Source: an optimization exercise on an open RTL-to-GDS flow (aim: small area, a short achievable clock period and few clock cycles per item). Production flows keep margins and buffers that such runs may drop.
RTL that was checked went through simulation tests only; none was proved equivalent to the original.
For runs 1 and 2, only the layout was checked, not whether the RTL still works.

## flow/design.v (module list and top-level ports; edited modules follow where they fit)
// module onu_front: 57 lines
// module onu_div_first: 53 lines
// module onu_div_step: 69 lines
// module onu_fold: 70 lines
// module onu_quant: 52 lines
// module onu_mul_rows: 527 lines
// module oct_normal_encoder_unit: 217 lines
module oct_normal_encoder_unit #(
   parameter int COMP_BITS = 16
) (
   input  logic                                clock,
   input  logic                                reset,
   input  logic                                req_valid,
   output logic                                req_ready,
   input  logic signed [COMP_BITS-1:0]         req_comp_x,
   input  logic signed [COMP_BITS-1:0]         req_comp_y,
   input  logic signed [COMP_BITS-1:0]         req_comp_z,
   output logic                                rsp_valid,
   input  logic                                rsp_ready,
   output logic [onu_pkg::ENC_W-1:0]           rsp_enc_x,
   output logic [onu_pkg::ENC_W-1:0]           rsp_enc_y,
   output logic                                rsp_zero_vector,
   input  logic                                csr_psel,
   input  logic                                csr_penable,
   input  logic                                csr_pwrite,
   input  logic [onu_pkg::CSR_ADDR_W-1:0]      csr_paddr,
   input  logic [onu_pkg::CSR_DATA_W-1:0]      csr_pwdata,
   output logic [onu_pkg::CSR_DATA_W-1:0]      csr_prdata,
   output logic                                csr_pready
);
  // ...
==> flow/run.sh <==
#!/bin/bash
# synth_recipe.tcl (not shown) runs the flow's synth.tcl, then flattens the netlist and writes it again
# the make line also repeats each setting of config.mk as NAME=value (left out here)
make -C /OpenROAD-flow-scripts/flow DESIGN_CONFIG=/design/flow/config.mk WORK_HOME=/design/flow/orfs CLKGATE_MAP_FILE= SYNTH_SCRIPT=/design/flow/synth_recipe.tcl finish
==> flow/config.mk <==
export PLATFORM = sky130hd
export DESIGN_NAME = oct_normal_encoder_unit
export DESIGN_NICKNAME = oct_normal_encoder_unit
export VERILOG_FILES = /design/flow/design.v
export SDC_FILE = /design/flow/constraint.sdc
export NUM_CORES = 4
export LEC_CHECK = 0
export ABC_AREA = 1
export CAP_MARGIN = 20
export CORE_MARGIN = 2
export CORE_UTILIZATION = 55
export PLACE_DENSITY = 0.68
export SETUP_SLACK_MARGIN = 4.4
export SLEW_MARGIN = 20
==> flow/constraint.sdc <==
create_clock -name core_clock -period 7.5 [get_ports {clock}]
set_input_delay 1.5000 -clock core_clock [delete_from_list [all_inputs] [get_ports {clock}]]
set_output_delay 1.5000 -clock core_clock [all_outputs]
set_load 0.01 [all_outputs]
==> qor.json, run 1 <==
{
  "die-height": {"value": 423, "unit": "um"},
  "grt_util_met2": {"value": 0.580},
  "critPathLaunch": {"value": "g_div[1].u_step.out_sum3[2]"},
  "crit_path_cell_trace": {"value": "inv_1, ha_1, nand3_1, nand2_1, nand4_4, nand3_4, buf_4, buf_4, nand3_1, nand2_1, nand3b_1"},
  "critical_path_class": {"value": "flip-flop to flip-flop"},
  "largest_register_ff_count": {"value": 112},
  "count_of_standard_cell_rows": {"value": 153},
  "drc": {"value": 0},
  "global_route_wire_length_before_repair": {"value": 488, "unit": "mm"},
  "simple_gate_share_of_the_synthesized_area": {"value": 0.255},
  "hpwl_after_detailed_placement": {"value": 257, "unit": "mm"},
  "final_net_count": {"value": 13400},
  "post-route-worst-setup-slack": {"value": 4.18, "unit": "ns"},
  "multi_input_area_share": {"value": 0.529},
  "synth_cells": {"value": 12000},
  "grt_antenna_before_repair": {"value": 12},
  "yosys-top-cells-area": {"value": "sky130_fd_sc_hd__edfxtp_1 (34%), sky130_fd_sc_hd__nand2_1 (12%), sky130_fd_sc_hd__ha_1 (12%)"},
  "ys_seq_elements": {"value": 1141},
  "drt_wl_total": {"value": 327, "unit": "mm"},
  "crit_path_end_kind": {"value": "flip-flop"},
  "globalplace.congestion": {"value": 1.03},
  "number_of_endpoints_with_negative_hold_slack_in_the_final_report": {"value": 0},
  "run_status": {"value": "timing/DRC/antenna clean"},
  "register_area": {"value": 33800, "unit": "sq um"},
  "clkLatencyLatePin": {"value": 0.82, "unit": "ns"},
  "critPathLaunchType": {"value": "flip-flop"},
  "required_worst_endpoint": {"value": 7.83, "unit": "ns"},
  "route.layer.met1.wl": {"value": 129, "unit": "mm"}
}
==> module onu_fold, before the edit <==
module onu_fold #(
   parameter int COMP_BITS = 16
) (
   input  logic                        clock,
   input  logic                        reset,
   input  logic                        adv,
   input  logic                        in_valid,
   input  logic [3:0]                  in_flags,
   input  logic                        in_one_x,
   input  logic                        in_one_y,
   input  logic [COMP_BITS-2:0]        in_quo_x,
   input  logic [COMP_BITS-2:0]        in_quo_y,
   output logic                        out_valid,
   output logic                        out_zero,
   output logic [29:0]                 out_dig_x,    
   output logic                        out_e_x,
   output logic [29:0]                 out_dig_y,
   output logic                        out_e_y
);
   localparam int QB = COMP_BITS - 1;
   logic neg_x, neg_y, neg_z, zero;
   assign {neg_x, neg_y, neg_z, zero} = in_flags;
   function automatic logic [17:0] fold(input logic nz, input logic n,
                                        input logic one, input logic [QB-1:0] q);
      logic       inv;
      logic [1:0] hi;
      inv = (nz ^ n) && !one;
      case ({nz, n})
         2'b00:   hi = one ? 2'd2 : 2'd1;
         2'b01:   hi = 2'd0;
         2'b11:   hi = one ? 2'd1 : 2'd0;
         default: hi = 2'd1;
      endcase
      fold = {inv, hi, q ^ {QB{inv}}};
   endfunction
   function automatic logic [29:0] booth8(input logic [16:0] m);
      logic [19:0] mm;
      logic [3:0]  g;
      logic [5:0]  s1, s2, s3, s4, neg;
      mm = {2'b00, m, 1'b0};
      for (int j = 0; j < 6; j++) begin
         g = mm[3*j +: 4];
         case (g)
            4'b0001, 4'b0010, 4'b1101, 4'b1110: {s1[j], s2[j], s3[j], s4[j]} = 4'b1000;
            4'b0011, 4'b0100, 4'b1011, 4'b1100: {s1[j], s2[j], s3[j], s4[j]} = 4'b0100;
            4'b0101, 4'b0110, 4'b1001, 4'b1010: {s1[j], s2[j], s3[j], s4[j]} = 4'b0010;
            4'b0111, 4'b1000:                   {s1[j], s2[j], s3[j], s4[j]} = 4'b0001;
            default:                            {s1[j], s2[j], s3[j], s4[j]} = 4'b0000;
         endcase
         neg[j] = g[3] && !(g[2] && g[1] && g[0]);
      end
      booth8 = {s1, s2, s3, s4, neg};
   endfunction
   logic [17:0] fx, fy;
   assign fx = neg_z ? fold(1'b1, neg_x, in_one_y, in_quo_y) : fold(1'b0, neg_x, in_one_x, in_quo_x);
   assign fy = neg_z ? fold(1'b1, neg_y, in_one_x, in_quo_x) : fold(1'b0, neg_y, in_one_y, in_quo_y);
   always_ff @(posedge clock) begin
      if (reset) out_valid <= 1'b0;
      else if (adv) out_valid <= in_valid;
   end
   always_ff @(posedge clock) begin
      if (adv) begin
         out_zero  <= zero;
         out_dig_x <= booth8(fx[16:0]);
         out_dig_y <= booth8(fy[16:0]);
         out_e_x   <= fx[17];
         out_e_y   <= fy[17];
      end
   end
endmodule
==> module onu_quant, before the edit <==
module onu_quant (
   input  logic                              clock,
   input  logic                              reset,
   input  logic                              adv,
   input  logic                              in_valid,
   input  logic                              in_zero,
   input  logic [29:0]                       in_dig_x,
   input  logic                              in_e_x,
   input  logic [29:0]                       in_dig_y,
   input  logic                              in_e_y,
   input  logic [onu_pkg::RANGE_W-1:0]       range_max,
   input  logic [onu_pkg::RANGE_W+1:0]       range_max3,
   output logic                              out_valid,
   output logic [onu_pkg::ENC_W-1:0]         out_enc_x,
   output logic [onu_pkg::ENC_W-1:0]         out_enc_y,
   output logic                              out_zero
);
   logic [31:0] ax0, ax1, ax2, ay0, ay1, ay2;
   logic [31:0] rx0, rx1, rx2, ry0, ry1, ry2;
   logic        zero_ff;
   logic [31:0] sx, sy;
   onu_mul_rows u_mx (
      .s1 (in_dig_x[29:24]), .s2 (in_dig_x[23:18]), .s3 (in_dig_x[17:12]),
      .s4 (in_dig_x[11:6]), .neg (in_dig_x[5:0]), .e (in_e_x),
      .r (range_max), .r3 (range_max3), .row0 (ax0), .row1 (ax1), .row2 (ax2)
   );
   onu_mul_rows u_my (
      .s1 (in_dig_y[29:24]), .s2 (in_dig_y[23:18]), .s3 (in_dig_y[17:12]),
      .s4 (in_dig_y[11:6]), .neg (in_dig_y[5:0]), .e (in_e_y),
      .r (range_max), .r3 (range_max3), .row0 (ay0), .row1 (ay1), .row2 (ay2)
   );
   always_ff @(posedge clock) begin
      if (reset) out_valid <= 1'b0;
      else if (adv) out_valid <= in_valid;
   end
   always_ff @(posedge clock) begin
      if (adv) begin
         rx0     <= ax0;
         rx1     <= ax1;
         rx2     <= ax2;
         ry0     <= ay0;
         ry1     <= ay1;
         ry2     <= ay2;
         zero_ff <= in_zero;
      end
   end
   assign sx = rx0 + rx1 + rx2;
   assign sy = ry0 + ry1 + ry2;
   assign out_enc_x = zero_ff ? '0 : sx[31:16];
   assign out_enc_y = zero_ff ? '0 : sy[31:16];
   assign out_zero  = zero_ff;
endmodule
==> module oct_normal_encoder_unit, before the edit <==
module oct_normal_encoder_unit #(
   parameter int COMP_BITS = 16
) (
   input  logic                                clock,
   input  logic                                reset,
   input  logic                                req_valid,
   output logic                                req_ready,
   input  logic signed [COMP_BITS-1:0]         req_comp_x,
   input  logic signed [COMP_BITS-1:0]         req_comp_y,
   input  logic signed [COMP_BITS-1:0]         req_comp_z,
   output logic                                rsp_valid,
   input  logic                                rsp_ready,
   output logic [onu_pkg::ENC_W-1:0]           rsp_enc_x,
   output logic [onu_pkg::ENC_W-1:0]           rsp_enc_y,
   output logic                                rsp_zero_vector,
   input  logic                                csr_psel,
   input  logic                                csr_penable,
   input  logic                                csr_pwrite,
   input  logic [onu_pkg::CSR_ADDR_W-1:0]      csr_paddr,
   input  logic [onu_pkg::CSR_DATA_W-1:0]      csr_pwdata,
   output logic [onu_pkg::CSR_DATA_W-1:0]      csr_prdata,
   output logic                                csr_pready
);
   localparam int SW  = COMP_BITS + 1;       
   localparam int NR4 = (COMP_BITS - 2) / 2;  
   logic [onu_pkg::RANGE_W-1:0] range_max_ff;
   logic [onu_pkg::RANGE_W-1:0] rdata_ff;
   assign csr_pready = 1'b1;
   always_ff @(posedge clock) begin
      if (reset) begin
         range_max_ff <= onu_pkg::RANGE_MAX_RESET;
      end else if (csr_psel && csr_penable && csr_pwrite &&
                   (csr_paddr[onu_pkg::CSR_ADDR_W-1] == onu_pkg::REG_RANGE_MAX)) begin
         range_max_ff <= csr_pwdata[onu_pkg::RANGE_W-1:0];
      end
   end
   always_ff @(posedge clock) begin
      if (csr_psel) begin
         rdata_ff <= (csr_paddr[onu_pkg::CSR_ADDR_W-1] == onu_pkg::REG_RANGE_MAX)
                     ? range_max_ff : '0;
      end
   end
   assign csr_prdata = {{(onu_pkg::CSR_DATA_W-onu_pkg::RANGE_W){1'b0}}, rdata_ff};
   logic [onu_pkg::RANGE_W+1:0] range_max3_ff;
   always_ff @(posedge clock) begin
      range_max3_ff <= (onu_pkg::RANGE_W+2)'(range_max_ff) + {range_max_ff, 1'b0};
   end
   logic adv;           
   logic skid_valid;
   assign req_ready = adv;
   logic          b_valid;
   logic [3:0]    b_flags;
   logic          b_one_x, b_one_y;
   logic [SW-1:0] b_sum, b_rem_x, b_rem_y;
   onu_front #(
      .COMP_BITS (COMP_BITS)
   ) u_front (
      .clock     (clock),
      .reset     (reset),
      .adv       (adv),
      .in_valid  (req_valid),
      .comp_x    (req_comp_x),
      .comp_y    (req_comp_y),
      .comp_z    (req_comp_z),
      .out_valid (b_valid),
      .out_flags (b_flags),
      .out_sum   (b_sum),
      .out_rem_x (b_rem_x),
      .out_rem_y (b_rem_y),
      .out_one_x (b_one_x),
      .out_one_y (b_one_y)
   );
   logic          d_valid [0:NR4];
   logic [3:0]    d_flags [0:NR4];
   logic          d_one_x [0:NR4];
   logic          d_one_y [0:NR4];
   logic [SW-1:0] d_sum   [0:NR4];
   logic [SW+1:0] d_sum3  [0:NR4];
   logic [SW-1:0] d_rem_x [0:NR4];
   logic [SW-1:0] d_rem_y [0:NR4];
   logic [COMP_BITS-2:0] d_quo_x [0:NR4];
   logic [COMP_BITS-2:0] d_quo_y [0:NR4];
   logic          q1_x, q1_y;
   onu_div_first #(
      .COMP_BITS (COMP_BITS)
   ) u_first (
      .clock     (clock),
      .reset     (reset),
      .adv       (adv),
      .in_valid  (b_valid),
      .in_flags  (b_flags),
      .in_one_x  (b_one_x),
      .in_one_y  (b_one_y),
      .in_sum    (b_sum),
      .in_rem_x  (b_rem_x),
      .in_rem_y  (b_rem_y),
      .out_valid (d_valid[0]),
      .out_flags (d_flags[0]),
      .out_one_x (d_one_x[0]),
      .out_one_y (d_one_y[0]),
      .out_sum   (d_sum[0]),
      .out_sum3  (d_sum3[0]),
      .out_rem_x (d_rem_x[0]),
      .out_rem_y (d_rem_y[0]),
      .out_quo_x (q1_x),
      .out_quo_y (q1_y)
   );
   assign d_quo_x[0] = (COMP_BITS-1)'(q1_x);
   assign d_quo_y[0] = (COMP_BITS-1)'(q1_y);
   for (genvar i = 0; i < NR4; i++) begin : g_div
      localparam int QI = 2 * i + 1;    
      onu_div_step #(
         .COMP_BITS (COMP_BITS),
         .QW_IN     (QI)
      ) u_step (
         .clock     (clock),
         .reset     (reset),
         .adv       (adv),
         .in_valid  (d_valid[i]),
         .in_flags  (d_flags[i]),
         .in_one_x  (d_one_x[i]),
         .in_one_y  (d_one_y[i]),
         .in_sum    (d_sum[i]),
         .in_sum3   (d_sum3[i]),
         .in_rem_x  (d_rem_x[i]),
         .in_rem_y  (d_rem_y[i]),
         .in_quo_x  (d_quo_x[i][QI-1:0]),
         .in_quo_y  (d_quo_y[i][QI-1:0]),
         .out_valid (d_valid[i+1]),
         .out_flags (d_flags[i+1]),
         .out_one_x (d_one_x[i+1]),
         .out_one_y (d_one_y[i+1]),
         .out_sum   (d_sum[i+1]),
         .out_sum3  (d_sum3[i+1]),
         .out_rem_x (d_rem_x[i+1]),
         .out_rem_y (d_rem_y[i+1]),
         .out_quo_x (d_quo_x[i+1][QI+1:0]),
         .out_quo_y (d_quo_y[i+1][QI+1:0])
      );
      if (QI + 2 < COMP_BITS - 1) begin : g_pad
         assign d_quo_x[i+1][COMP_BITS-2:QI+2] = '0;
         assign d_quo_y[i+1][COMP_BITS-2:QI+2] = '0;
      end
   end
   logic        f_valid, f_zero, f_e_x, f_e_y;
   logic [29:0] f_dig_x, f_dig_y;
   onu_fold #(
      .COMP_BITS (COMP_BITS)
   ) u_fold (
      .clock     (clock),
      .reset     (reset),
      .adv       (adv),
      .in_valid  (d_valid[NR4]),
      .in_flags  (d_flags[NR4]),
      .in_one_x  (d_one_x[NR4]),
      .in_one_y  (d_one_y[NR4]),
      .in_quo_x  (d_quo_x[NR4]),
      .in_quo_y  (d_quo_y[NR4]),
      .out_valid (f_valid),
      .out_zero  (f_zero),
      .out_dig_x (f_dig_x),
      .out_e_x   (f_e_x),
      .out_dig_y (f_dig_y),
      .out_e_y   (f_e_y)
   );
   logic                      q_valid;
   logic [onu_pkg::ENC_W-1:0] q_enc_x, q_enc_y;
   logic                      q_zero;
   onu_quant u_quant (
      .clock      (clock),
      .reset      (reset),
      .adv        (adv),
      .in_valid   (f_valid),
      .in_zero    (f_zero),
      .in_dig_x   (f_dig_x),
      .in_e_x     (f_e_x),
      .in_dig_y   (f_dig_y),
      .in_e_y     (f_e_y),
      .range_max  (range_max_ff),
      .range_max3 (range_max3_ff),
      .out_valid (q_valid),
      .out_enc_x (q_enc_x),
      .out_enc_y (q_enc_y),
      .out_zero  (q_zero)
   );
   logic [onu_pkg::ENC_W-1:0] k_enc_x, k_enc_y;
   logic                      k_zero;
   logic                      o_load;
   logic                      push;
   assign push   = adv && q_valid;
   assign o_load = !rsp_valid || rsp_ready;
   always_ff @(posedge clock) begin
      if (reset) begin
         rsp_valid  <= 1'b0;
         skid_valid <= 1'b0;
         adv        <= 1'b1;
      end else begin
         if (o_load) rsp_valid <= skid_valid || push;
         skid_valid <= (skid_valid || push) && rsp_valid && !rsp_ready;
         adv        <= !((skid_valid || push) && rsp_valid && !rsp_ready);
      end
   end
   always_ff @(posedge clock) begin
      if (o_load) begin
         rsp_enc_x       <= skid_valid ? k_enc_x : q_enc_x;
         rsp_enc_y       <= skid_valid ? k_enc_y : q_enc_y;
         rsp_zero_vector <= skid_valid ? k_zero  : q_zero;
      end
      if (adv) begin
         k_enc_x <= q_enc_x;
         k_enc_y <= q_enc_y;
         k_zero  <= q_zero;
      end
   end
   logic unused_tail;
   assign unused_tail = ^{d_sum[NR4], d_sum3[NR4], d_rem_x[NR4], d_rem_y[NR4]};
endmodule
==> inputs of run 2 (changes only) <==
--- a/flow/design.v
+++ b/flow/design.v
@@ -201,18 +201,20 @@
    input  logic [3:0]                  in_flags,
    input  logic                        in_one_x,
    input  logic                        in_one_y,
    input  logic [COMP_BITS-2:0]        in_quo_x,
    input  logic [COMP_BITS-2:0]        in_quo_y,
    output logic                        out_valid,
    output logic                        out_zero,
    output logic [29:0]                 out_dig_x,    
+   output logic [29:0]                 out_dign_x,   
    output logic                        out_e_x,
    output logic [29:0]                 out_dig_y,
+   output logic [29:0]                 out_dign_y,
    output logic                        out_e_y
 );
    localparam int QB = COMP_BITS - 1;
    logic neg_x, neg_y, neg_z, zero;
    assign {neg_x, neg_y, neg_z, zero} = in_flags;
    function automatic logic [17:0] fold(input logic nz, input logic n,
                                         input logic one, input logic [QB-1:0] q);
       logic       inv;
@@ -249,52 +251,60 @@
    assign fy = neg_z ? fold(1'b1, neg_y, in_one_x, in_quo_x) : fold(1'b0, neg_y, in_one_y, in_quo_y);
    always_ff @(posedge clock) begin
       if (reset) out_valid <= 1'b0;
       else if (adv) out_valid <= in_valid;
    end
    always_ff @(posedge clock) begin
       if (adv) begin
          out_zero  <= zero;
-         out_dig_x <= booth8(fx[16:0]);
-         out_dig_y <= booth8(fy[16:0]);
+         out_dig_x  <= booth8(fx[16:0]);
+         out_dig_y  <= booth8(fy[16:0]);
+         out_dign_x <= ~booth8(fx[16:0]);
+         out_dign_y <= ~booth8(fy[16:0]);
          out_e_x   <= fx[17];
          out_e_y   <= fy[17];
       end
    end
 endmodule
 module onu_quant (
    input  logic                              clock,
    input  logic                              reset,
    input  logic                              adv,
    input  logic                              in_valid,
    input  logic                              in_zero,
    input  logic [29:0]                       in_dig_x,
+   input  logic [29:0]                       in_dign_x,
    input  logic                              in_e_x,
    input  logic [29:0]                       in_dig_y,
+   input  logic [29:0]                       in_dign_y,
    input  logic                              in_e_y,
    input  logic [onu_pkg::RANGE_W-1:0]       range_max,
    input  logic [onu_pkg::RANGE_W+1:0]       range_max3,
    output logic                              out_valid,
    output logic [onu_pkg::ENC_W-1:0]         out_enc_x,
    output logic [onu_pkg::ENC_W-1:0]         out_enc_y,
    output logic                              out_zero
 );
    logic [31:0] ax0, ax1, ax2, ay0, ay1, ay2;
    logic [31:0] rx0, rx1, rx2, ry0, ry1, ry2;
    logic        zero_ff;
    logic [31:0] sx, sy;
    onu_mul_rows u_mx (
       .s1 (in_dig_x[29:24]), .s2 (in_dig_x[23:18]), .s3 (in_dig_x[17:12]),
       .s4 (in_dig_x[11:6]), .neg (in_dig_x[5:0]), .e (in_e_x),
+      .s1n (in_dign_x[29:24]), .s2n (in_dign_x[23:18]), .s3n (in_dign_x[17:12]),
+      .s4n (in_dign_x[11:6]), .negn (in_dign_x[5:0]),
       .r (range_max), .r3 (range_max3), .row0 (ax0), .row1 (ax1), .row2 (ax2)
    );
    onu_mul_rows u_my (
       .s1 (in_dig_y[29:24]), .s2 (in_dig_y[23:18]), .s3 (in_dig_y[17:12]),
       .s4 (in_dig_y[11:6]), .neg (in_dig_y[5:0]), .e (in_e_y),
+      .s1n (in_dign_y[29:24]), .s2n (in_dign_y[23:18]), .s3n (in_dign_y[17:12]),
+      .s4n (in_dign_y[11:6]), .negn (in_dign_y[5:0]),
       .r (range_max), .r3 (range_max3), .row0 (ay0), .row1 (ay1), .row2 (ay2)
    );
    always_ff @(posedge clock) begin
       if (reset) out_valid <= 1'b0;
       else if (adv) out_valid <= in_valid;
    end
    always_ff @(posedge clock) begin
       if (adv) begin
@@ -314,24 +324,35 @@
    assign out_zero  = zero_ff;
 endmodule
 module onu_mul_rows (
    input  logic [5:0]  s1,
    input  logic [5:0]  s2,
    input  logic [5:0]  s3,
    input  logic [5:0]  s4,
    input  logic [5:0]  neg,
+   input  logic [5:0]  s1n,      
+   input  logic [5:0]  s2n,
+   input  logic [5:0]  s3n,
+   input  logic [5:0]  s4n,
+   input  logic [5:0]  negn,
    input  logic        e,
    input  logic [15:0] r,
    input  logic [17:0] r3,
    output logic [31:0] row0,
    output logic [31:0] row1,
    output logic [31:0] row2
 );
    logic [5:0]  nneg;
+   logic [5:0]  s1c, s2c, s3c, s4c, negc;
+   assign s1c  = ~s1n;
+   assign s2c  = ~s2n;
+   assign s3c  = ~s3n;
+   assign s4c  = ~s4n;
+   assign negc = ~negn;
    logic [15:0] er;
    assign nneg = ~neg;
    assign er   = r & {16{e}};
    logic pp0_0;
    logic pp0_1;
    logic pp0_2;
    logic pp0_3;
    logic pp0_4;
@@ -587,114 +608,114 @@
    assign pp0_1 = ((s1[0] & r[1]) | (s2[0] & r[0]) | (s3[0] & r3[1])) ^ neg[0];
    assign pp0_2 = ((s1[0] & r[2]) | (s2[0] & r[1]) | (s3[0] & r3[2]) | (s4[0] & r[0])) ^ neg[0];
    assign pp0_3 = ((s1[0] & r[3]) | (s2[0] & r[2]) | (s3[0] & r3[3]) | (s4[0] & r[1])) ^ neg[0];
    assign pp0_4 = ((s1[0] & r[4]) | (s2[0] & r[3]) | (s3[0] & r3[4]) | (s4[0] & r[2])) ^ neg[0];
    assign pp0_5 = ((s1[0] & r[5]) | (s2[0] & r[4]) | (s3[0] & r3[5]) | (s4[0] & r[3])) ^ neg[0];
    assign pp0_6 = ((s1[0] & r[6]) | (s2[0] & r[5]) | (s3[0] & r3[6]) | (s4[0] & r[4])) ^ neg[0];
    assign pp0_7 = ((s1[0] & r[7]) | (s2[0] & r[6]) | (s3[0] & r3[7]) | (s4[0] & r[5])) ^ neg[0];
    assign pp0_8 = ((s1[0] & r[8]) | (s2[0] & r[7]) | (s3[0] & r3[8]) | (s4[0] & r[6])) ^ neg[0];
-   assign pp0_9 = ((s1[0] & r[9]) | (s2[0] & r[8]) | (s3[0] & r3[9]) | (s4[0] & r[7])) ^ neg[0];
-   assign pp0_10 = ((s1[0] & r[10]) | (s2[0] & r[9]) | (s3[0] & r3[10]) | (s4[0] & r[8])) ^ neg[0];
-   assign pp0_11 = ((s1[0] & r[11]) | (s2[0] & r[10]) | (s3[0] & r3[11]) | (s4[0] & r[9])) ^ neg[0];
-   assign pp0_12 = ((s1[0] & r[12]) | (s2[0] & r[11]) | (s3[0] & r3[12]) | (s4[0] & r[10])) ^ neg[0];
-   assign pp0_13 = ((s1[0] & r[13]) | (s2[0] & r[12]) | (s3[0] & r3[13]) | (s4[0] & r[11])) ^ neg[0];
-   assign pp0_14 = ((s1[0] & r[14]) | (s2[0] & r[13]) | (s3[0] & r3[14]) | (s4[0] & r[12])) ^ neg[0];
-   assign pp0_15 = ((s1[0] & r[15]) | (s2[0] & r[14]) | (s3[0] & r3[15]) | (s4[0] & r[13])) ^ neg[0];
-   assign pp0_16 = ((s2[0] & r[15]) | (s3[0] & r3[16]) | (s4[0] & r[14])) ^ neg[0];
-   assign pp0_17 = ((s3[0] & r3[17]) | (s4[0] & r[15])) ^ neg[0];
+   assign pp0_9 = ((s1c[0] & r[9]) | (s2c[0] & r[8]) | (s3c[0] & r3[9]) | (s4c[0] & r[7])) ^ negc[0];
+   assign pp0_10 = ((s1c[0] & r[10]) | (s2c[0] & r[9]) | (s3c[0] & r3[10]) | (s4c[0] & r[8])) ^ negc[0];
+   assign pp0_11 = ((s1c[0] & r[11]) | (s2c[0] & r[10]) | (s3c[0] & r3[11]) | (s4c[0] & r[9])) ^ negc[0];
+   assign pp0_12 = ((s1c[0] & r[12]) | (s2c[0] & r[11]) | (s3c[0] & r3[12]) | (s4c[0] & r[10])) ^ negc[0];
+   assign pp0_13 = ((s1c[0] & r[13]) | (s2c[0] & r[12]) | (s3c[0] & r3[13]) | (s4c[0] & r[11])) ^ negc[0];
+   assign pp0_14 = ((s1c[0] & r[14]) | (s2c[0] & r[13]) | (s3c[0] & r3[14]) | (s4c[0] & r[12])) ^ negc[0];
+   assign pp0_15 = ((s1c[0] & r[15]) | (s2c[0] & r[14]) | (s3c[0] & r3[15]) | (s4c[0] & r[13])) ^ negc[0];
+   assign pp0_16 = ((s2c[0] & r[15]) | (s3c[0] & r3[16]) | (s4c[0] & r[14])) ^ negc[0];
+   assign pp0_17 = ((s3c[0] & r3[17]) | (s4c[0] & r[15])) ^ negc[0];
    assign pp1_0 = ((s1[1] & r[0]) | (s3[1] & r3[0])) ^ neg[1];
    assign pp1_1 = ((s1[1] & r[1]) | (s2[1] & r[0]) | (s3[1] & r3[1])) ^ neg[1];
    assign pp1_2 = ((s1[1] & r[2]) | (s2[1] & r[1]) | (s3[1] & r3[2]) | (s4[1] & r[0])) ^ neg[1];
    assign pp1_3 = ((s1[1] & r[3]) | (s2[1] & r[2]) | (s3[1] & r3[3]) | (s4[1] & r[1])) ^ neg[1];
    assign pp1_4 = ((s1[1] & r[4]) | (s2[1] & r[3]) | (s3[1] & r3[4]) | (s4[1] & r[2])) ^ neg[1];
    assign pp1_5 = ((s1[1] & r[5]) | (s2[1] & r[4]) | (s3[1] & r3[5]) | (s4[1] & r[3])) ^ neg[1];
    assign pp1_6 = ((s1[1] & r[6]) | (s2[1] & r[5]) | (s3[1] & r3[6]) | (s4[1] & r[4])) ^ neg[1];
    assign pp1_7 = ((s1[1] & r[7]) | (s2[1] & r[6]) | (s3[1] & r3[7]) | (s4[1] & r[5])) ^ neg[1];
    assign pp1_8 = ((s1[1] & r[8]) | (s2[1] & r[7]) | (s3[1] & r3[8]) | (s4[1] & r[6])) ^ neg[1];
-   assign pp1_9 = ((s1[1] & r[9]) | (s2[1] & r[8]) | (s3[1] & r3[9]) | (s4[1] & r[7])) ^ neg[1];
-   assign pp1_10 = ((s1[1] & r[10]) | (s2[1] & r[9]) | (s3[1] & r3[10]) | (s4[1] & r[8])) ^ neg[1];
-   assign pp1_11 = ((s1[1] & r[11]) | (s2[1] & r[10]) | (s3[1] & r3[11]) | (s4[1] & r[9])) ^ neg[1];
-   assign pp1_12 = ((s1[1] & r[12]) | (s2[1] & r[11]) | (s3[1] & r3[12]) | (s4[1] & r[10])) ^ neg[1];
-   assign pp1_13 = ((s1[1] & r[13]) | (s2[1] & r[12]) | (s3[1] & r3[13]) | (s4[1] & r[11])) ^ neg[1];
-   assign pp1_14 = ((s1[1] & r[14]) | (s2[1] & r[13]) | (s3[1] & r3[14]) | (s4[1] & r[12])) ^ neg[1];
-   assign pp1_15 = ((s1[1] & r[15]) | (s2[1] & r[14]) | (s3[1] & r3[15]) | (s4[1] & r[13])) ^ neg[1];
-   assign pp1_16 = ((s2[1] & r[15]) | (s3[1] & r3[16]) | (s4[1] & r[14])) ^ neg[1];
-   assign pp1_17 = ((s3[1] & r3[17]) | (s4[1] & r[15])) ^ neg[1];
+   assign pp1_9 = ((s1c[1] & r[9]) | (s2c[1] & r[8]) | (s3c[1] & r3[9]) | (s4c[1] & r[7])) ^ negc[1];
+   assign pp1_10 = ((s1c[1] & r[10]) | (s2c[1] & r[9]) | (s3c[1] & r3[10]) | (s4c[1] & r[8])) ^ negc[1];
+   assign pp1_11 = ((s1c[1] & r[11]) | (s2c[1] & r[10]) | (s3c[1] & r3[11]) | (s4c[1] & r[9])) ^ negc[1];
+   assign pp1_12 = ((s1c[1] & r[12]) | (s2c[1] & r[11]) | (s3c[1] & r3[12]) | (s4c[1] & r[10])) ^ negc[1];
+   assign pp1_13 = ((s1c[1] & r[13]) | (s2c[1] & r[12]) | (s3c[1] & r3[13]) | (s4c[1] & r[11])) ^ negc[1];
+   assign pp1_14 = ((s1c[1] & r[14]) | (s2c[1] & r[13]) | (s3c[1] & r3[14]) | (s4c[1] & r[12])) ^ negc[1];
+   assign pp1_15 = ((s1c[1] & r[15]) | (s2c[1] & r[14]) | (s3c[1] & r3[15]) | (s4c[1] & r[13])) ^ negc[1];
+   assign pp1_16 = ((s2c[1] & r[15]) | (s3c[1] & r3[16]) | (s4c[1] & r[14])) ^ negc[1];
+   assign pp1_17 = ((s3c[1] & r3[17]) | (s4c[1] & r[15])) ^ negc[1];
    assign pp2_0 = ((s1[2] & r[0]) | (s3[2] & r3[0])) ^ neg[2];
    assign pp2_1 = ((s1[2] & r[1]) | (s2[2] & r[0]) | (s3[2] & r3[1])) ^ neg[2];
    assign pp2_2 = ((s1[2] & r[2]) | (s2[2] & r[1]) | (s3[2] & r3[2]) | (s4[2] & r[0])) ^ neg[2];
    assign pp2_3 = ((s1[2] & r[3]) | (s2[2] & r[2]) | (s3[2] & r3[3]) | (s4[2] & r[1])) ^ neg[2];
    assign pp2_4 = ((s1[2] & r[4]) | (s2[2] & r[3]) | (s3[2] & r3[4]) | (s4[2] & r[2])) ^ neg[2];
    assign pp2_5 = ((s1[2] & r[5]) | (s2[2] & r[4]) | (s3[2] & r3[5]) | (s4[2] & r[3])) ^ neg[2];
    assign pp2_6 = ((s1[2] & r[6]) | (s2[2] & r[5]) | (s3[2] & r3[6]) | (s4[2] & r[4])) ^ neg[2];
    assign pp2_7 = ((s1[2] & r[7]) | (s2[2] & r[6]) | (s3[2] & r3[7]) | (s4[2] & r[5])) ^ neg[2];
    assign pp2_8 = ((s1[2] & r[8]) | (s2[2] & r[7]) | (s3[2] & r3[8]) | (s4[2] & r[6])) ^ neg[2];
-   assign pp2_9 = ((s1[2] & r[9]) | (s2[2] & r[8]) | (s3[2] & r3[9]) | (s4[2] & r[7])) ^ neg[2];
-   assign pp2_10 = ((s1[2] & r[10]) | (s2[2] & r[9]) | (s3[2] & r3[10]) | (s4[2] & r[8])) ^ neg[2];
-   assign pp2_11 = ((s1[2] & r[11]) | (s2[2] & r[10]) | (s3[2] & r3[11]) | (s4[2] & r[9])) ^ neg[2];
-   assign pp2_12 = ((s1[2] & r[12]) | (s2[2] & r[11]) | (s3[2] & r3[12]) | (s4[2] & r[10])) ^ neg[2];
-   assign pp2_13 = ((s1[2] & r[13]) | (s2[2] & r[12]) | (s3[2] & r3[13]) | (s4[2] & r[11])) ^ neg[2];
-   assign pp2_14 = ((s1[2] & r[14]) | (s2[2] & r[13]) | (s3[2] & r3[14]) | (s4[2] & r[12])) ^ neg[2];
-   assign pp2_15 = ((s1[2] & r[15]) | (s2[2] & r[14]) | (s3[2] & r3[15]) | (s4[2] & r[13])) ^ neg[2];
-   assign pp2_16 = ((s2[2] & r[15]) | (s3[2] & r3[16]) | (s4[2] & r[14])) ^ neg[2];
-   assign pp2_17 = ((s3[2] & r3[17]) | (s4[2] & r[15])) ^ neg[2];
+   assign pp2_9 = ((s1c[2] & r[9]) | (s2c[2] & r[8]) | (s3c[2] & r3[9]) | (s4c[2] & r[7])) ^ negc[2];
+   assign pp2_10 = ((s1c[2] & r[10]) | (s2c[2] & r[9]) | (s3c[2] & r3[10]) | (s4c[2] & r[8])) ^ negc[2];
+   assign pp2_11 = ((s1c[2] & r[11]) | (s2c[2] & r[10]) | (s3c[2] & r3[11]) | (s4c[2] & r[9])) ^ negc[2];
+   assign pp2_12 = ((s1c[2] & r[12]) | (s2c[2] & r[11]) | (s3c[2] & r3[12]) | (s4c[2] & r[10])) ^ negc[2];
+   assign pp2_13 = ((s1c[2] & r[13]) | (s2c[2] & r[12]) | (s3c[2] & r3[13]) | (s4c[2] & r[11])) ^ negc[2];
+   assign pp2_14 = ((s1c[2] & r[14]) | (s2c[2] & r[13]) | (s3c[2] & r3[14]) | (s4c[2] & r[12])) ^ negc[2];
+   assign pp2_15 = ((s1c[2] & r[15]) | (s2c[2] & r[14]) | (s3c[2] & r3[15]) | (s4c[2] & r[13])) ^ negc[2];
+   assign pp2_16 = ((s2c[2] & r[15]) | (s3c[2] & r3[16]) | (s4c[2] & r[14])) ^ negc[2];
+   assign pp2_17 = ((s3c[2] & r3[17]) | (s4c[2] & r[15])) ^ negc[2];
    assign pp3_0 = ((s1[3] & r[0]) | (s3[3] & r3[0])) ^ neg[3];
    assign pp3_1 = ((s1[3] & r[1]) | (s2[3] & r[0]) | (s3[3] & r3[1])) ^ neg[3];
    assign pp3_2 = ((s1[3] & r[2]) | (s2[3] & r[1]) | (s3[3] & r3[2]) | (s4[3] & r[0])) ^ neg[3];
    assign pp3_3 = ((s1[3] & r[3]) | (s2[3] & r[2]) | (s3[3] & r3[3]) | (s4[3] & r[1])) ^ neg[3];
    assign pp3_4 = ((s1[3] & r[4]) | (s2[3] & r[3]) | (s3[3] & r3[4]) | (s4[3] & r[2])) ^ neg[3];
    assign pp3_5 = ((s1[3] & r[5]) | (s2[3] & r[4]) | (s3[3] & r3[5]) | (s4[3] & r[3])) ^ neg[3];
    assign pp3_6 = ((s1[3] & r[6]) | (s2[3] & r[5]) | (s3[3] & r3[6]) | (s4[3] & r[4])) ^ neg[3];
    assign pp3_7 = ((s1[3] & r[7]) | (s2[3] & r[6]) | (s3[3] & r3[7]) | (s4[3] & r[5])) ^ neg[3];
    assign pp3_8 = ((s1[3] & r[8]) | (s2[3] & r[7]) | (s3[3] & r3[8]) | (s4[3] & r[6])) ^ neg[3];
-   assign pp3_9 = ((s1[3] & r[9]) | (s2[3] & r[8]) | (s3[3] & r3[9]) | (s4[3] & r[7])) ^ neg[3];
-   assign pp3_10 = ((s1[3] & r[10]) | (s2[3] & r[9]) | (s3[3] & r3[10]) | (s4[3] & r[8])) ^ neg[3];
-   assign pp3_11 = ((s1[3] & r[11]) | (s2[3] & r[10]) | (s3[3] & r3[11]) | (s4[3] & r[9])) ^ neg[3];
-   assign pp3_12 = ((s1[3] & r[12]) | (s2[3] & r[11]) | (s3[3] & r3[12]) | (s4[3] & r[10])) ^ neg[3];
-   assign pp3_13 = ((s1[3] & r[13]) | (s2[3] & r[12]) | (s3[3] & r3[13]) | (s4[3] & r[11])) ^ neg[3];
-   assign pp3_14 = ((s1[3] & r[14]) | (s2[3] & r[13]) | (s3[3] & r3[14]) | (s4[3] & r[12])) ^ neg[3];
-   assign pp3_15 = ((s1[3] & r[15]) | (s2[3] & r[14]) | (s3[3] & r3[15]) | (s4[3] & r[13])) ^ neg[3];
-   assign pp3_16 = ((s2[3] & r[15]) | (s3[3] & r3[16]) | (s4[3] & r[14])) ^ neg[3];
-   assign pp3_17 = ((s3[3] & r3[17]) | (s4[3] & r[15])) ^ neg[3];
+   assign pp3_9 = ((s1c[3] & r[9]) | (s2c[3] & r[8]) | (s3c[3] & r3[9]) | (s4c[3] & r[7])) ^ negc[3];
+   assign pp3_10 = ((s1c[3] & r[10]) | (s2c[3] & r[9]) | (s3c[3] & r3[10]) | (s4c[3] & r[8])) ^ negc[3];
+   assign pp3_11 = ((s1c[3] & r[11]) | (s2c[3] & r[10]) | (s3c[3] & r3[11]) | (s4c[3] & r[9])) ^ negc[3];
+   assign pp3_12 = ((s1c[3] & r[12]) | (s2c[3] & r[11]) | (s3c[3] & r3[12]) | (s4c[3] & r[10])) ^ negc[3];
+   assign pp3_13 = ((s1c[3] & r[13]) | (s2c[3] & r[12]) | (s3c[3] & r3[13]) | (s4c[3] & r[11])) ^ negc[3];
+   assign pp3_14 = ((s1c[3] & r[14]) | (s2c[3] & r[13]) | (s3c[3] & r3[14]) | (s4c[3] & r[12])) ^ negc[3];
+   assign pp3_15 = ((s1c[3] & r[15]) | (s2c[3] & r[14]) | (s3c[3] & r3[15]) | (s4c[3] & r[13])) ^ negc[3];
+   assign pp3_16 = ((s2c[3] & r[15]) | (s3c[3] & r3[16]) | (s4c[3] & r[14])) ^ negc[3];
+   assign pp3_17 = ((s3c[3] & r3[17]) | (s4c[3] & r[15])) ^ negc[3];
    assign pp4_0 = ((s1[4] & r[0]) | (s3[4] & r3[0])) ^ neg[4];
    assign pp4_1 = ((s1[4] & r[1]) | (s2[4] & r[0]) | (s3[4] & r3[1])) ^ neg[4];
    assign pp4_2 = ((s1[4] & r[2]) | (s2[4] & r[1]) | (s3[4] & r3[2]) | (s4[4] & r[0])) ^ neg[4];
    assign pp4_3 = ((s1[4] & r[3]) | (s2[4] & r[2]) | (s3[4] & r3[3]) | (s4[4] & r[1])) ^ neg[4];
    assign pp4_4 = ((s1[4] & r[4]) | (s2[4] & r[3]) | (s3[4] & r3[4]) | (s4[4] & r[2])) ^ neg[4];
    assign pp4_5 = ((s1[4] & r[5]) | (s2[4] & r[4]) | (s3[4] & r3[5]) | (s4[4] & r[3])) ^ neg[4];
    assign pp4_6 = ((s1[4] & r[6]) | (s2[4] & r[5]) | (s3[4] & r3[6]) | (s4[4] & r[4])) ^ neg[4];
    assign pp4_7 = ((s1[4] & r[7]) | (s2[4] & r[6]) | (s3[4] & r3[7]) | (s4[4] & r[5])) ^ neg[4];
    assign pp4_8 = ((s1[4] & r[8]) | (s2[4] & r[7]) | (s3[4] & r3[8]) | (s4[4] & r[6])) ^ neg[4];
-   assign pp4_9 = ((s1[4] & r[9]) | (s2[4] & r[8]) | (s3[4] & r3[9]) | (s4[4] & r[7])) ^ neg[4];
-   assign pp4_10 = ((s1[4] & r[10]) | (s2[4] & r[9]) | (s3[4] & r3[10]) | (s4[4] & r[8])) ^ neg[4];
-   assign pp4_11 = ((s1[4] & r[11]) | (s2[4] & r[10]) | (s3[4] & r3[11]) | (s4[4] & r[9])) ^ neg[4];
-   assign pp4_12 = ((s1[4] & r[12]) | (s2[4] & r[11]) | (s3[4] & r3[12]) | (s4[4] & r[10])) ^ neg[4];
-   assign pp4_13 = ((s1[4] & r[13]) | (s2[4] & r[12]) | (s3[4] & r3[13]) | (s4[4] & r[11])) ^ neg[4];
-   assign pp4_14 = ((s1[4] & r[14]) | (s2[4] & r[13]) | (s3[4] & r3[14]) | (s4[4] & r[12])) ^ neg[4];
-   assign pp4_15 = ((s1[4] & r[15]) | (s2[4] & r[14]) | (s3[4] & r3[15]) | (s4[4] & r[13])) ^ neg[4];
-   assign pp4_16 = ((s2[4] & r[15]) | (s3[4] & r3[16]) | (s4[4] & r[14])) ^ neg[4];
-   assign pp4_17 = ((s3[4] & r3[17]) | (s4[4] & r[15])) ^ neg[4];
+   assign pp4_9 = ((s1c[4] & r[9]) | (s2c[4] & r[8]) | (s3c[4] & r3[9]) | (s4c[4] & r[7])) ^ negc[4];
+   assign pp4_10 = ((s1c[4] & r[10]) | (s2c[4] & r[9]) | (s3c[4] & r3[10]) | (s4c[4] & r[8])) ^ negc[4];
+   assign pp4_11 = ((s1c[4] & r[11]) | (s2c[4] & r[10]) | (s3c[4] & r3[11]) | (s4c[4] & r[9])) ^ negc[4];
+   assign pp4_12 = ((s1c[4] & r[12]) | (s2c[4] & r[11]) | (s3c[4] & r3[12]) | (s4c[4] & r[10])) ^ negc[4];
+   assign pp4_13 = ((s1c[4] & r[13]) | (s2c[4] & r[12]) | (s3c[4] & r3[13]) | (s4c[4] & r[11])) ^ negc[4];
+   assign pp4_14 = ((s1c[4] & r[14]) | (s2c[4] & r[13]) | (s3c[4] & r3[14]) | (s4c[4] & r[12])) ^ negc[4];
+   assign pp4_15 = ((s1c[4] & r[15]) | (s2c[4] & r[14]) | (s3c[4] & r3[15]) | (s4c[4] & r[13])) ^ negc[4];
+   assign pp4_16 = ((s2c[4] & r[15]) | (s3c[4] & r3[16]) | (s4c[4] & r[14])) ^ negc[4];
+   assign pp4_17 = ((s3c[4] & r3[17]) | (s4c[4] & r[15])) ^ negc[4];
    assign pp5_0 = ((s1[5] & r[0]) | (s3[5] & r3[0])) ^ neg[5];
    assign pp5_1 = ((s1[5] & r[1]) | (s2[5] & r[0]) | (s3[5] & r3[1])) ^ neg[5];
    assign pp5_2 = ((s1[5] & r[2]) | (s2[5] & r[1]) | (s3[5] & r3[2]) | (s4[5] & r[0])) ^ neg[5];
    assign pp5_3 = ((s1[5] & r[3]) | (s2[5] & r[2]) | (s3[5] & r3[3]) | (s4[5] & r[1])) ^ neg[5];
    assign pp5_4 = ((s1[5] & r[4]) | (s2[5] & r[3]) | (s3[5] & r3[4]) | (s4[5] & r[2])) ^ neg[5];
    assign pp5_5 = ((s1[5] & r[5]) | (s2[5] & r[4]) | (s3[5] & r3[5]) | (s4[5] & r[3])) ^ neg[5];
    assign pp5_6 = ((s1[5] & r[6]) | (s2[5] & r[5]) | (s3[5] & r3[6]) | (s4[5] & r[4])) ^ neg[5];
    assign pp5_7 = ((s1[5] & r[7]) | (s2[5] & r[6]) | (s3[5] & r3[7]) | (s4[5] & r[5])) ^ neg[5];
    assign pp5_8 = ((s1[5] & r[8]) | (s2[5] & r[7]) | (s3[5] & r3[8]) | (s4[5] & r[6])) ^ neg[5];
-   assign pp5_9 = ((s1[5] & r[9]) | (s2[5] & r[8]) | (s3[5] & r3[9]) | (s4[5] & r[7])) ^ neg[5];
-   assign pp5_10 = ((s1[5] & r[10]) | (s2[5] & r[9]) | (s3[5] & r3[10]) | (s4[5] & r[8])) ^ neg[5];
-   assign pp5_11 = ((s1[5] & r[11]) | (s2[5] & r[10]) | (s3[5] & r3[11]) | (s4[5] & r[9])) ^ neg[5];
-   assign pp5_12 = ((s1[5] & r[12]) | (s2[5] & r[11]) | (s3[5] & r3[12]) | (s4[5] & r[10])) ^ neg[5];
-   assign pp5_13 = ((s1[5] & r[13]) | (s2[5] & r[12]) | (s3[5] & r3[13]) | (s4[5] & r[11])) ^ neg[5];
-   assign pp5_14 = ((s1[5] & r[14]) | (s2[5] & r[13]) | (s3[5] & r3[14]) | (s4[5] & r[12])) ^ neg[5];
-   assign pp5_15 = ((s1[5] & r[15]) | (s2[5] & r[14]) | (s3[5] & r3[15]) | (s4[5] & r[13])) ^ neg[5];
-   assign pp5_16 = ((s2[5] & r[15]) | (s3[5] & r3[16]) | (s4[5] & r[14])) ^ neg[5];
+   assign pp5_9 = ((s1c[5] & r[9]) | (s2c[5] & r[8]) | (s3c[5] & r3[9]) | (s4c[5] & r[7])) ^ negc[5];
+   assign pp5_10 = ((s1c[5] & r[10]) | (s2c[5] & r[9]) | (s3c[5] & r3[10]) | (s4c[5] & r[8])) ^ negc[5];
+   assign pp5_11 = ((s1c[5] & r[11]) | (s2c[5] & r[10]) | (s3c[5] & r3[11]) | (s4c[5] & r[9])) ^ negc[5];
+   assign pp5_12 = ((s1c[5] & r[12]) | (s2c[5] & r[11]) | (s3c[5] & r3[12]) | (s4c[5] & r[10])) ^ negc[5];
+   assign pp5_13 = ((s1c[5] & r[13]) | (s2c[5] & r[12]) | (s3c[5] & r3[13]) | (s4c[5] & r[11])) ^ negc[5];
+   assign pp5_14 = ((s1c[5] & r[14]) | (s2c[5] & r[13]) | (s3c[5] & r3[14]) | (s4c[5] & r[12])) ^ negc[5];
+   assign pp5_15 = ((s1c[5] & r[15]) | (s2c[5] & r[14]) | (s3c[5] & r3[15]) | (s4c[5] & r[13])) ^ negc[5];
+   assign pp5_16 = ((s2c[5] & r[15]) | (s3c[5] & r3[16]) | (s4c[5] & r[14])) ^ negc[5];
    assign fs1 = pp0_12 ^ pp1_9;
    assign fc2 = pp0_12 & pp1_9;
    assign fs3 = pp0_13 ^ pp1_10;
    assign fc4 = pp0_13 & pp1_10;
    assign fs5 = pp0_14 ^ pp1_11;
    assign fc6 = pp0_14 & pp1_11;
    assign fs7 = pp0_15 ^ pp1_12 ^ pp2_9;
    assign fc8 = (pp0_15 & pp1_12) | (pp0_15 & pp2_9) | (pp1_12 & pp2_9);
@@ -980,48 +1001,52 @@
          .out_quo_y (d_quo_y[i+1][QI+1:0])
       );
       if (QI + 2 < COMP_BITS - 1) begin : g_pad
          assign d_quo_x[i+1][COMP_BITS-2:QI+2] = '0;
          assign d_quo_y[i+1][COMP_BITS-2:QI+2] = '0;
       end
    end
    logic        f_valid, f_zero, f_e_x, f_e_y;
-   logic [29:0] f_dig_x, f_dig_y;
+   logic [29:0] f_dig_x, f_dig_y, f_dign_x, f_dign_y;
    onu_fold #(
       .COMP_BITS (COMP_BITS)
    ) u_fold (
       .clock     (clock),
       .reset     (reset),
       .adv       (adv),
       .in_valid  (d_valid[NR4]),
       .in_flags  (d_flags[NR4]),
       .in_one_x  (d_one_x[NR4]),
       .in_one_y  (d_one_y[NR4]),
       .in_quo_x  (d_quo_x[NR4]),
       .in_quo_y  (d_quo_y[NR4]),
       .out_valid (f_valid),
       .out_zero  (f_zero),
       .out_dig_x (f_dig_x),
+      .out_dign_x (f_dign_x),
       .out_e_x   (f_e_x),
       .out_dig_y (f_dig_y),
+      .out_dign_y (f_dign_y),
       .out_e_y   (f_e_y)
    );
    logic                      q_valid;
    logic [onu_pkg::ENC_W-1:0] q_enc_x, q_enc_y;
    logic                      q_zero;
    onu_quant u_quant (
       .clock      (clock),
       .reset      (reset),
       .adv        (adv),
       .in_valid   (f_valid),
       .in_zero    (f_zero),
       .in_dig_x   (f_dig_x),
+      .in_dign_x  (f_dign_x),
       .in_e_x     (f_e_x),
       .in_dig_y   (f_dig_y),
+      .in_dign_y  (f_dign_y),
       .in_e_y     (f_e_y),
       .range_max  (range_max_ff),
       .range_max3 (range_max3_ff),
       .out_valid (q_valid),
       .out_enc_x (q_enc_x),
       .out_enc_y (q_enc_y),
       .out_zero  (q_zero)
    );
==> run 2 against run 1 <==
Effect of this change: critical path type unchanged; final area rose by 1.4%; synthesized cell count rose by 0.95%; critical path depth fell by 2; non-clock buffer count fell by 55; fmax rose by 6.2%; global-route usage rose by 0.41 points; hold slack got worse by 0.015 ns; routed wire length rose by 4.1%.
==> qor.json, run 2 <==
{
  "run_status": {"value": "timing/DRC/antenna clean"},
  "fillCellCount": {"value": 15900},
  "detail_route.iter0.violations": {"value": 9320},
  "asyncSetResetFlopFracSynth": {"value": 0},
  "finalCritPeriodShare": {"value": 0.417},
  "post_synth_most_frequent_cells": {"value": "sky130_fd_sc_hd__nand2_1 (3,050), sky130_fd_sc_hd__inv_1 (1,534), sky130_fd_sc_hd__edfxtp_1 (1,150)"},
  "clkLatencyLatePin": {"value": 0.82, "unit": "ns", "change": "about the same"},
  "synth_top_family_by_area": {"value": "simple AND/OR/NAND/NOR gates"},
  "die_w": {"value": 428, "unit": "um"},
  "avgSynthCellArea": {"value": 8.13, "unit": "sq um"},
  "die-area": {"value": 183000, "unit": "sq um"},
  "synth-edff-count": {"value": 1150},
  "routed-via-count": {"value": 87800},
  "crit_path_frequent_cell": {"value": "sky130_fd_sc_hd__inv_1"},
  "hold_path.startpoint": {"value": "g_div[5].u_step.out_quo_y[7]"},
  "synth_compound_gate_area_share": {"value": 0.117},
  "number_of_endpoints_with_negative_hold_slack_in_the_final_report": {"value": 0, "change": "unchanged"},
  "simple_gate_share_of_the_synthesized_area": {"value": 0.252, "change": "-0.00360"},
  "whs": {"value": 0.391, "unit": "ns"},
  "final_net_count": {"value": 13500, "change": "+0.72%"},
  "biggestRegsByFlops": {"value": "g_div.u_step.out_sum3: 113 flops, g_div.u_step.out_rem_x: 102 flops, g_div.u_step.out_rem_y: 102 flops"},
  "ctsHoldBuffers": {"value": 0},
  "ys_seq_elements": {"value": 1199, "change": "+5.1%"},
  "critPathBufInv": {"value": 3},
  "cts.path.max_buffers": {"value": 3},
  "multi_input_area": {"value": 56200, "unit": "sq um"},
  "finalClockSkew": {"value": 0.0426, "unit": "ns"},
  "clkTransAtPathRegs": {"value": 0.07, "unit": "ns"},
  "required_worst_endpoint": {"value": 8.05, "unit": "ns", "change": "+0.22 ns"},
  "critPathTopFamily": {"value": "adder cells"},
  "cap_violations": {"value": 0},
  "r2r_cells": {"value": 9},
  "synth-seq-area-share": {"value": 0.359},
  "grt_antenna_before_repair": {"value": 29, "change": "+17"},
  "yosys_most_used_dff": {"value": "sky130_fd_sc_hd__edfxtp_1"},
  "clock_root_buffer": {"value": "sky130_fd_sc_hd__clkbuf_16"},
  "setup_violations": {"value": 0},
  "tritoncts": {"value": "built"},
  "crit_path_end_kind": {"value": "flip-flop"},
  "avgRoutedWirePerCell": {"value": 22.9, "unit": "um"},
  "post-route-worst-setup-slack": {"value": 4.37, "unit": "ns", "change": "+0.195 ns"},
  "initial_standard_cell_utilization_of_the_core": {"value": 0.554},
  "die-height": {"value": 428, "unit": "um", "change": "+1.1%"},
  "global_route_wire_length_before_repair": {"value": 502, "unit": "mm", "change": "+2.9%"},
  "ff2ff_setup_slack": {"value": 4.37, "unit": "ns"},
  "globalRouteTotalUtil": {"value": 0.361},
  "synth.cell_area": {"value": 98900, "unit": "sq um"},
  "synthMostInstantiatedCell": {"value": "sky130_fd_sc_hd__nand2_1"},
  "number_of_global_route_vias_before_repair": {"value": 83200},
  "critical_path_peak_fanout": {"value": 10},
  "max_stage_delay": {"value": 0.92, "unit": "ns"},
  "crit-reg2reg-capture": {"value": "u_quant.ry2[18]"},
  "drtPass1Iterations": {"value": 9},
  "fin_tns_setup": {"value": 0, "unit": "ns"},
  "post_synth_mux_area_share": {"value": 0},
  "layout.cells.most_common_list": {"value": "sky130_fd_sc_hd__nand2_1 (3,050), sky130_fd_sc_hd__inv_1 (1,520), sky130_fd_sc_hd__edfxtp_1 (1,150)"},
  "dpl_worst_slack": {"value": 3.64, "unit": "ns"},
  "synth-warning-count": {"value": 24},
  "yosys.area_share.xor_xnor": {"value": 0.0470},
  "post_drt_via_cell_ratio": {"value": 5.92},
  "max_freq": {"value": 320, "unit": "MHz"},
  "max_slew.worst_pin.slew": {"value": 1.11, "unit": "ns"},
  "crit_path_cell_trace": {"value": "inv_1, o22ai_1, nor2_1, xor2_1, ha_1, inv_1, fa_1, inv_1, fa_1"},
  "finalWorstPathRequiredPeriod": {"value": 3.13, "unit": "ns"},
  "fp.coreArea": {"value": 179000, "unit": "sq um"},
  "largest_register_ff_count": {"value": 113, "change": "+0.89%"},
  "numCtsBuffers": {"value": 133},
  "fraction_of_the_mapped_netlist_area_in_adder_cells": {"value": 0.149},
  "max-slew-margin-rel": {"value": 0.259},
  "drc": {"value": 0, "change": "unchanged"},
  "globalplace.congestion": {"value": 1.05, "change": "+2.0%"},
  "layout_commonest_cell": {"value": "sky130_fd_sc_hd__nand2_1"},
  "r2r_start": {"value": "range_max3_ff[14]"},
  "worst_hold_path.endpoint": {"value": "g_div[6].u_step.out_quo_y[9]"},
  "worst_ep_arrival_time": {"value": 3.68, "unit": "ns"},
  "hpwl_after_detailed_placement": {"value": 271, "unit": "mm", "change": "+5.6%"},
  "yosys-top-cells-area": {"value": "sky130_fd_sc_hd__edfxtp_1 (35%), sky130_fd_sc_hd__nand2_1 (12%), sky130_fd_sc_hd__ha_1 (11%)"},
  "cts.sink_count": {"value": 1199},
  "route.antenna.remaining_nets": {"value": 0},
  "grt_setup_unrepaired": {"value": "true"},
  "whs_path_depth": {"value": 0},
  "port_buf_inserts": {"value": 122},
  "grt.overflow.total": {"value": 0},
  "layout-area-overhead-vs-synth": {"value": 9.25, "unit": "%"},
  "synth_top_cell_by_area": {"value": "sky130_fd_sc_hd__edfxtp_1"},
  "hold_path_class": {"value": "flip-flop to flip-flop"},
  "top_reg_by_flops": {"value": "g_div.u_step.out_sum3"},
  "synth_cells": {"value": 12200, "change": "+0.95%"},
  "grt_start_max_net_pins": {"value": 164},
  "critPathLaunchType": {"value": "flip-flop"},
  "yosys_cell_types": {"value": 72},
  "critical_path_class": {"value": "flip-flop to flip-flop"},
  "drv_slew": {"value": 0},
  "drt_wl_total": {"value": 340, "unit": "mm", "change": "+4.1%"},
  "register_area": {"value": 35500, "unit": "sq um", "change": "+5.2%"},
  "cts.htree.levels": {"value": 4},
  "drive_above_1_share": {"value": 0.0674},
  "share_of_the_synthesized_area_in_the_top_cell_type": {"value": 0.349},
  "count_of_standard_cell_rows": {"value": 155, "change": "+1.3%"},
  "cp_slowest_cell": {"value": "sky130_fd_sc_hd__dfxtp_1"},
  "boundaryPins": {"value": 158}
}
## run 2: what timing repair did
action / in CTS / in global routing
pin swaps: 2 / 17
resized for setup: 105 / 66
endpoints found under the setup margin: 359 / 383
buffers inserted: 16 / 66
cloned: 3 / 6
## run 2: per-layer routing
| layer | vias up | share of wire | global-route usage |
|---|---|---|---|
| met4 | 20 | 0.075 | 0.225 |
| met1 | 40700 | 0.39 | 0.450 |
| met5 | - | 0.00036 | 0 |
| met3 | 1133 | 0.083 | 0.0646 |
| li1 | 41800 | - | - |
| met2 | 4143 | 0.45 | 0.581 |
## run 2: cell type report
class,count,area share
Timing Repair inverter,1,0.0000810
Sequential cell,1199,0.329
Tap cell,2355,0.0273
Clock inverter,84,0.00917
Clock buffer,161,0.0327
Timing Repair Buffer,265,0.0247
Multi-Input combinational cell,9134,0.520
Inverter,1615,0.0571
Antenna cell,14,0.000324
## run 2: cell families (layout without fill, tap and decap cells)
group | count (synthesis) | in the layout
simple gates | 5569 | 5572
compound gates | 1937 | 1938
buf+inv | 1850 | 2126
flops | 1199 | 1199
fa+ha+maj | 1078 | 1078
xor+xnor | 525 | 525
other cells | 2 | 35
## run 2: stage by stage
| step | util | instances | cell area, sq um |
|---|---|---|---|
| finish | 0.605 | 14800 | 108000 |
| global route | 0.605 | 14800 | 108000 |
| CTS | 0.600 | 14700 | 107000 |
| detailed placement | 0.572 | 14500 | 102000 |
| global placement | 0.572 | 14500 | 102000 |
| floorplan | - | 12200 | 99000 |
## run 2: worst max path at each step
stage	endpoint	from	cells past startpoint	slack (ns)
after floorplan	req_ready	adv	0	-1.58
after global placement	range_max_ff[8]	csr_psel	5	3.72
after detailed placement	range_max_ff[11]	csr_psel	5	3.64
after CTS	req_ready	adv	1	4.40
after global routing	g_div[1].u_step.out_rem_x[16]	g_div[0].u_step.out_sum[13]	11	4.34
final	u_quant.ry2[18]	range_max3_ff[14]	9	4.37
==> inputs of run 3 (changes only) <==
--- a/flow/design.v
+++ b/flow/design.v
@@ -911,5 +911,6 @@
    logic adv;           
    logic skid_valid;
-   assign req_ready = adv;
+   logic ready_ff;      
+   assign req_ready = ready_ff;
    logic          b_valid;
    logic [3:0]    b_flags;
@@ -922,5 +923,5 @@
       .reset     (reset),
       .adv       (adv),
-      .in_valid  (req_valid),
+      .in_valid  (req_valid && ready_ff),
       .comp_x    (req_comp_x),
       .comp_y    (req_comp_y),
@@ -1062,8 +1063,10 @@
          skid_valid <= 1'b0;
          adv        <= 1'b1;
+         ready_ff   <= 1'b0;
       end else begin
          if (o_load) rsp_valid <= skid_valid || push;
          skid_valid <= (skid_valid || push) && rsp_valid && !rsp_ready;
          adv        <= !((skid_valid || push) && rsp_valid && !rsp_ready);
+         ready_ff   <= !((skid_valid || push) && rsp_valid && !rsp_ready);
       end
    end
==> run 3 against run 2 <==
Effect of this change: still clean; count of clock-buffer cells in the layout did not move; global-route usage fell by 0.60 points; synthesized cell count did not move; flip-flop and latch count rose by 1; non-clock buffer count fell by 13; routed wire length fell by 2.8%; cell count fell by 0.16%; fmax rose by 0.42%; largest cell class unchanged.
==> qor.json, run 3 <==
{
  "crit-reg2reg-capture": {"value": "g_div[2].u_step.out_rem_x[10]"},
  "cp_slowest_cell": {"value": "sky130_fd_sc_hd__edfxtp_1"},
  "tritoncts": {"value": "built"},
  "avgSynthCellArea": {"value": 8.12, "unit": "sq um", "change": "-0.23%"},
  "cts.path.max_buffers": {"value": 3, "change": "unchanged"},
  "synth_cells": {"value": 12200, "change": "unchanged"},
  "finalWorstPathRequiredPeriod": {"value": 3.12, "unit": "ns", "change": "-0.0130 ns"},
  "synth-edff-count": {"value": 1150, "change": "unchanged"},
  "critPathLaunch": {"value": "g_div[1].u_step.out_sum3[8]"},
  "globalRouteTotalUtil": {"value": 0.355, "change": "-0.00602"},
  "finalCritPeriodShare": {"value": 0.415, "change": "-0.00173"},
  "finish.utilization": {"value": 0.605, "change": "about the same"},
  "max_slew.worst_pin.slew": {"value": 1.16, "unit": "ns", "change": "+0.0459 ns"},
  "top_signal_layer_used": {"value": "met4"},
  "die-height": {"value": 428, "unit": "um", "change": "-0.11%"},
  "met2_length": {"value": 152, "unit": "mm", "change": "-0.58%"},
  "ff2ff_setup_slack": {"value": 4.38, "unit": "ns", "change": "about the same"},
  "drc": {"value": 0, "change": "unchanged"},
  "wl_met3": {"value": 25.0, "unit": "mm", "change": "-11%"},
  "layout.cells.most_common_list": {"value": "sky130_fd_sc_hd__nand2_1 (3,099), sky130_fd_sc_hd__inv_1 (1,497), sky130_fd_sc_hd__edfxtp_1 (1,150)"},
  "route.layer.met1.wl": {"value": 131, "unit": "mm", "change": "-1.7%"},
  "fp.coreArea": {"value": 178000, "unit": "sq um", "change": "-0.11%"},
  "critical_path_peak_fanout": {"value": 6, "change": "-4"},
  "grt_setup_unrepaired": {"value": "true"},
  "fillCellCount": {"value": 15900, "change": "+0.45%"},
  "count_of_standard_cell_rows": {"value": 155, "change": "unchanged"},
  "biggestRegsByFlops": {"value": "g_div.u_step.out_sum3: 113 flops, g_div.u_step.out_rem_x: 102 flops, g_div.u_step.out_rem_y: 102 flops"},
  "die-area": {"value": 183000, "unit": "sq um", "change": "-0.23%"},
  "drive_above_1_share": {"value": 0.0637, "change": "-0.00369"},
  "run_status": {"value": "timing/DRC/antenna clean"},
  "dpl.cell_count": {"value": 14500, "change": "-0.048%"},
  "layout-area-overhead-vs-synth": {"value": 9.41, "unit": "%"},
  "layout_commonest_cell": {"value": "sky130_fd_sc_hd__nand2_1"},
  "post_drt_via_cell_ratio": {"value": 5.89, "change": "-0.53%"},
  "numCtsBuffers": {"value": 136, "change": "+2.3%"},
  "globalplace.congestion": {"value": 1.01, "change": "-3.9%"},
  "post_synth_most_frequent_cells": {"value": "sky130_fd_sc_hd__nand2_1 (3,099), sky130_fd_sc_hd__inv_1 (1,511), sky130_fd_sc_hd__edfxtp_1 (1,150)"},
  "route.antenna.remaining_nets": {"value": 0, "change": "unchanged"},
  "required_worst_endpoint": {"value": 7.97, "unit": "ns", "change": "-0.08 ns"},
  "cap_violations": {"value": 0, "change": "unchanged"},
  "max_freq": {"value": 321, "unit": "MHz", "change": "+0.42%"},
  "yosys_most_used_dff": {"value": "sky130_fd_sc_hd__edfxtp_1"},
  "clkTransAtPathRegs": {"value": 0.06, "unit": "ns", "change": "about the same"},
  "synth.cell_area": {"value": 98700, "unit": "sq um", "change": "-0.23%"},
  "die_w": {"value": 428, "unit": "um", "change": "-0.11%"},
  "global_route_wire_length_before_repair": {"value": 489, "unit": "mm", "change": "-2.7%"},
  "grt.overflow.total": {"value": 0, "change": "unchanged"}
}
==> run 3: changes by cell type in the layout (fill, tap and decap cells not counted), sizes merged, moves of 8 or more <==
cell | previous run | this run
a21o | 105 | 97
inv | 1589 | 1556
clkinv | 81 | 73
nor2 | 908 | 935
o21ai | 436 | 425
buf | 139 | 126
nand4 | 202 | 194
nor3 | 114 | 123
nand2 | 3114 | 3147
==> run 3: worst min path at each step <==
stage | slack [ns] | from | cells after the start | end
4_1_cts | 0.40 | g_div[1].u_step.out_quo_y[0] | 0 | g_div[2].u_step.out_quo_y[2]
2_1_floorplan | 0.40 | u_first.out_flags[0] | 0 | g_div[0].u_step.out_flags[0]
5_1_grt | 0.42 | g_div[5].u_step.out_quo_x[5] | 0 | g_div[6].u_step.out_quo_x[7]
3_5_place_dp | 0.40 | g_div[1].u_step.out_flags[2] | 0 | g_div[2].u_step.out_flags[2]
3_3_place_gp | 0.40 | g_div[1].u_step.out_one_x | 0 | g_div[2].u_step.out_one_x
6_report | 0.41 | g_div[1].u_step.out_quo_y[0] | 0 | g_div[2].u_step.out_quo_y[2]
==> run 3: metrics by stage <==
step / area [sq um] / worst slack (ns) / hold slack, ns
2_1_floorplan: 98800 / -1.31 / 0.400
3_3_place_gp: 102000 / 3.42 / 0.400
3_5_place_dp: 102000 / 3.41 / 0.405
4_1_cts: 107000 / 4.33 / 0.404
5_1_grt: 108000 / 4.35 / 0.420
6_report: 108000 / 4.38 / 0.405
==> run 3: timing repair <==
item,4_1_cts,5_1_grt
pin swaps,10,22
endpoints found under the hold margin,0,0
setup buffers,19,62
gates resized for setup,111,86
cloned,6,3
endpoints found under the setup margin,178,147
==> run 3: cells by family after synthesis <==
kind of cell | Yosys count | synth area share
xor+xnor | 527 | 0.0472
compound gates | 1918 | 0.116
fa+ha+maj | 1078 | 0.150
simple gates | 5624 | 0.253
buf+inv | 1811 | 0.0741
flops | 1200 | 0.360
other cells | 2 | 0.0000761
==> run 3: area by class of cell <==
| cell class | count | share of cell area |
|---|---|---|
| multi-input cells | 9171 | 0.521 |
| flip-flops and latches | 1200 | 0.329 |
| inverters | 1581 | 0.0558 |
| clock buffers | 161 | 0.0327 |
| well taps | 2355 | 0.0273 |
| repair buffers | 252 | 0.0245 |
| clock inverters | 75 | 0.00910 |
| diodes | 8 | 0.000185 |
| repair inverters | 2 | 0.000162 |
==> run 3: metal layers <==
| layer | vias up | global-route usage |
|---|---|---|
| li1 | 41700 | - |
| met2 | 3766 | 0.583 |
| met3 | 997 | 0.0535 |
| met5 | - | 0 |
| met1 | 40700 | 0.446 |
| met4 | 0 | 0.205 |
Testbench counts of run 3, summed over its fixed seeds: cycles 16,104, items 16,000.

[port drivers added, routing unchanged]
The flow's constraints put no driver on any port. The routed layouts listed below were extracted and timed again, unchanged, in two steps.
Step 1: set_driving_cell puts a clkbuf_16 on clock and a buf_2 on each other input, an assumption about the parent block.
Step 2 adds t to the input delays and takes it off the output delays; t is the mean of the earliest and latest rising clock arrival at the registers after step 1. Input paths then give back, and output paths get back, about the clock's delay inside the block.
Three values: no drivers, after step 1, after step 2; two values: the first two.
run	t, ns	setup WS [ns]	clock arrival spread, ns	worst slew at a driven data input, ns
run 1	0.903	4.176 / 4.176 / 3.794	0.031 / 0.032	0.06
run 2	0.893	4.371 / 4.351 / 3.838	0.045 / 0.046	0.08
run 3	0.911	4.384 / 4.372 / 3.695	0.038 / 0.038	0.07
After both steps every run listed still meets setup and hold. The setup slack of run 3, which loses most, moves by -0.012 ns with the drivers and by -0.689 ns with both steps.
